Context: an optimization exercise on an open-source flow, tuned for small area, a short achievable clock period and few clock cycles per item. The choices shown serve that exercise and are no tape-out recipe. Only simulation tests tie the RTL to the original design; equivalence was not proved. No activity file was given, so power comes from the tool's default toggle rates.

Design sha256_hash_engine, start of the top module:
module sha256_hash_engine (
   input  logic        clock,
   input  logic        reset,
   input  logic        req_valid,
   output logic        req_ready,
   input  logic [7:0]  req_data_byte,
   input  logic        req_byte_present,
   input  logic        req_message_end,
   output logic        rsp_valid,
   input  logic        rsp_ready,
   output logic [31:0] rsp_digest_word,
   output logic [2:0]  rsp_word_index,
   output logic        rsp_last_word
);
For scale: about 8600 cells after synthesis, about 52 I/O pins.
==> flow/config.mk <==
export PLATFORM = sky130hd
export DESIGN_NAME = sha256_hash_engine
export DESIGN_NICKNAME = sha256_hash_engine
export VERILOG_FILES = /design/flow/design.v
export SDC_FILE = /design/flow/constraint.sdc
export NUM_CORES = 4
export LEC_CHECK = 0
export CAP_MARGIN = 20
export CORE_MARGIN = 2
export CORE_UTILIZATION = 40
export PLACE_DENSITY = 0.6
export SETUP_SLACK_MARGIN = 5
export SLEW_MARGIN = 20
==> flow/constraint.sdc <==
create_clock -name core_clock -period 10.0 [get_ports {clock}]
set_input_delay 2.0000 -clock core_clock [delete_from_list [all_inputs] [get_ports {clock}]]
set_output_delay 2.0000 -clock core_clock [all_outputs]
set_load 0.01 [all_outputs]
run.sh (not shown) runs the stock make flow with config.mk's settings and CLKGATE_MAP_FILE= SYNTH_SCRIPT=/design/flow/synth_recipe.tcl, a recipe that flattens the netlist after the stock synthesis.
The first run went through all stages and came out clean.
Testbench counts at the start, summed over its fixed seeds: cycles 24,062, messages 192.
Then changed:
CTS_BUF_LIST = sky130_fd_sc_hd__clkbuf_4 sky130_fd_sc_hd__clkbuf_8   (was not set)
Result:
- The changed run ran to the end with no violations
- non-clock buffer count falls by 12
- clock-buffer cell count rises by 193
- routed wire length rises by 0.75%

========
sha256_hash_engine, a different RTL version from the one above (not shown whole).
Size in the first run: about 52 I/O pins.
==> flow/config.mk <==
export PLATFORM = sky130hd
export DESIGN_NAME = sha256_hash_engine
export DESIGN_NICKNAME = sha256_hash_engine
export VERILOG_FILES = /design/flow/design.v
export SDC_FILE = /design/flow/constraint.sdc
export NUM_CORES = 4
export LEC_CHECK = 0
export CAP_MARGIN = 20
export CORE_MARGIN = 2
export CORE_UTILIZATION = 40
export CTS_CLUSTER_DIAMETER = 100
export CTS_CLUSTER_SIZE = 20
export PLACE_DENSITY = 0.6
export SETUP_SLACK_MARGIN = 5
export SLEW_MARGIN = 20
export TNS_END_PERCENT = 10
==> flow/constraint.sdc <==
create_clock -name core_clock -period 10.0 [get_ports {clock}]
set_input_delay 2.0000 -clock core_clock [delete_from_list [all_inputs] [get_ports {clock}]]
set_output_delay 2.0000 -clock core_clock [all_outputs]
set_load 0.01 [all_outputs]
Testbench counts at the start, summed over its fixed seeds: cycles 24,047, messages 192.
Change:
--- a/flow/config.mk
+++ b/flow/config.mk
@@ -10,4 +10,2 @@
 export CORE_UTILIZATION = 40
-export CTS_CLUSTER_DIAMETER = 100
-export CTS_CLUSTER_SIZE = 20
 export PLACE_DENSITY = 0.6
- final area grows by 3.6%
- total power grows by 7.1%
- cell count grows by 1.3%
- die area is unchanged
- first-iteration DRC count shrinks by 2.3%
Change:
--- a/flow/config.mk
+++ b/flow/config.mk
@@ -9,6 +9,7 @@
 export CORE_MARGIN = 2
-export CORE_UTILIZATION = 40
-export PLACE_DENSITY = 0.6
+export CORE_UTILIZATION = 55
+export CTS_CLUSTER_DIAMETER = 100
+export CTS_CLUSTER_SIZE = 20
+export PLACE_DENSITY = 0.75
 export SETUP_SLACK_MARGIN = 5
 export SLEW_MARGIN = 20
-export TNS_END_PERCENT = 10
Result: The changed run produced a clean layout; design area drops by a few percent; routed wire length is lower by a few percent; sequential share of layout area is higher by 2.1 points; final cell count fell by a little under a tenth; setup slack improves by 0.082 ns; critical path depth grows by 4; sequential cell count does not change; synthesized cell count is unchanged; synthesized area stays the same.
Change:
--- a/flow/config.mk
+++ b/flow/config.mk
@@ -9,7 +9,8 @@
 export CORE_MARGIN = 2
-export CORE_UTILIZATION = 55
-export CTS_CLUSTER_DIAMETER = 100
-export CTS_CLUSTER_SIZE = 20
-export PLACE_DENSITY = 0.75
+export CORE_UTILIZATION = 40
+export CTS_CLUSTER_DIAMETER = 90
+export CTS_CLUSTER_SIZE = 24
+export PLACE_DENSITY = 0.6
 export SETUP_SLACK_MARGIN = 5
 export SLEW_MARGIN = 20
+export TNS_END_PERCENT = 10
Result: Routed wire length climbs by 3.0%; final cell count climbs by 7.1%; cell area climbs by 0.91%; flip-flop and latch count is unchanged.
Change:
==> flow/config.mk (replaced) <==
export PLATFORM = sky130hd
export DESIGN_NAME = sha256_hash_engine
export DESIGN_NICKNAME = sha256_hash_engine
export VERILOG_FILES = /design/flow/design.v
export SDC_FILE = /design/flow/constraint.sdc
export NUM_CORES = 4
export LEC_CHECK = 0
export CAP_MARGIN = 10
export CORE_MARGIN = 2
export CORE_UTILIZATION = 50
export CTS_CLUSTER_DIAMETER = 100
export CTS_CLUSTER_SIZE = 20
export PLACE_DENSITY = 0.7
export SETUP_SLACK_MARGIN = 5
export SLEW_MARGIN = 10
What happened:
- cell area falls slightly
- final cell count falls by a few percent
- power hardly moves
- wire length falls slightly
- die area falls by about a fifth
- worst setup slack improved by 0.12 ns
- sequential cell count is unchanged
- global-route usage rises by 5.6 points
Change:
--- a/flow/config.mk
+++ b/flow/config.mk
@@ -7,3 +7,3 @@
 export LEC_CHECK = 0
-export CAP_MARGIN = 10
+export CAP_MARGIN = 20
 export CORE_MARGIN = 2
@@ -14,2 +14,2 @@
 export SETUP_SLACK_MARGIN = 5
-export SLEW_MARGIN = 10
+export SLEW_MARGIN = 20
=> Design area is about the same; first-iteration DRC count barely changes; combinational power stays flat; global-route usage hardly moves; setup slack degrades by 0.029 ns; utilization hardly moves; sequential power is about the same; worst hold slack degrades by 0.0074 ns; clock power is about the same; synthesized cell count is unchanged; total power is higher by about 0.5%.

-- separate check: timing with driven ports --
The flow's constraints put no driver on any port. The routed layouts listed below were extracted and timed again, unchanged, in two steps. Step 1: set_driving_cell puts a clkbuf_16 on clock and a buf_2 on each other input, an assumption about the parent block. Step 2 moves the port delays by t, midway between the first and last clock arrival at a register: inputs arrive t later, outputs are due t later. That takes back most of the time a late clock gives input paths. a / b / c = ideal / step 1 / step 2; a / b = the first two.
run	t, ns	setup WS [ns]	hold slack, ns	slew at the worst register clock pin (ns)	cell pins on the clock port's net
the first run of note 1	0.901	5.012 / 5.012 / 4.855	0.406 / 0.406 / 0.406	0.07 / 0.07	1
the second run of note 1	1.105	4.926 / 4.926 / 4.803	0.389 / 0.389 / 0.389	0.08 / 0.08	1
the first run of note 2	0.850	4.849 / 4.757 / 4.243	0.406 / 0.406 / 0.406	0.10 / 0.10	1
the second run of note 2	0.910	4.876 / 4.798 / 4.236	0.396 / 0.396 / 0.396	0.08 / 0.08	1
the third run of note 2	0.842	4.958 / 4.890 / 4.133	0.395 / 0.395 / 0.395	0.10 / 0.10	1
the fourth run of note 2	0.843	4.862 / 4.784 / 4.237	0.393 / 0.393 / 0.393	0.11 / 0.11	1
the fifth run of note 2	0.821	4.983 / 4.920 / 4.400	0.418 / 0.418 / 0.418	0.10 / 0.10	1
the sixth run of note 2	0.837	4.955 / 4.862 / 4.341	0.411 / 0.411 / 0.411	0.11 / 0.11	1
After both steps every run listed still meets setup and hold. For the third run of note 2, which loses most, drivers alone change the setup slack by -0.068 ns; drivers and shift together by -0.825 ns.
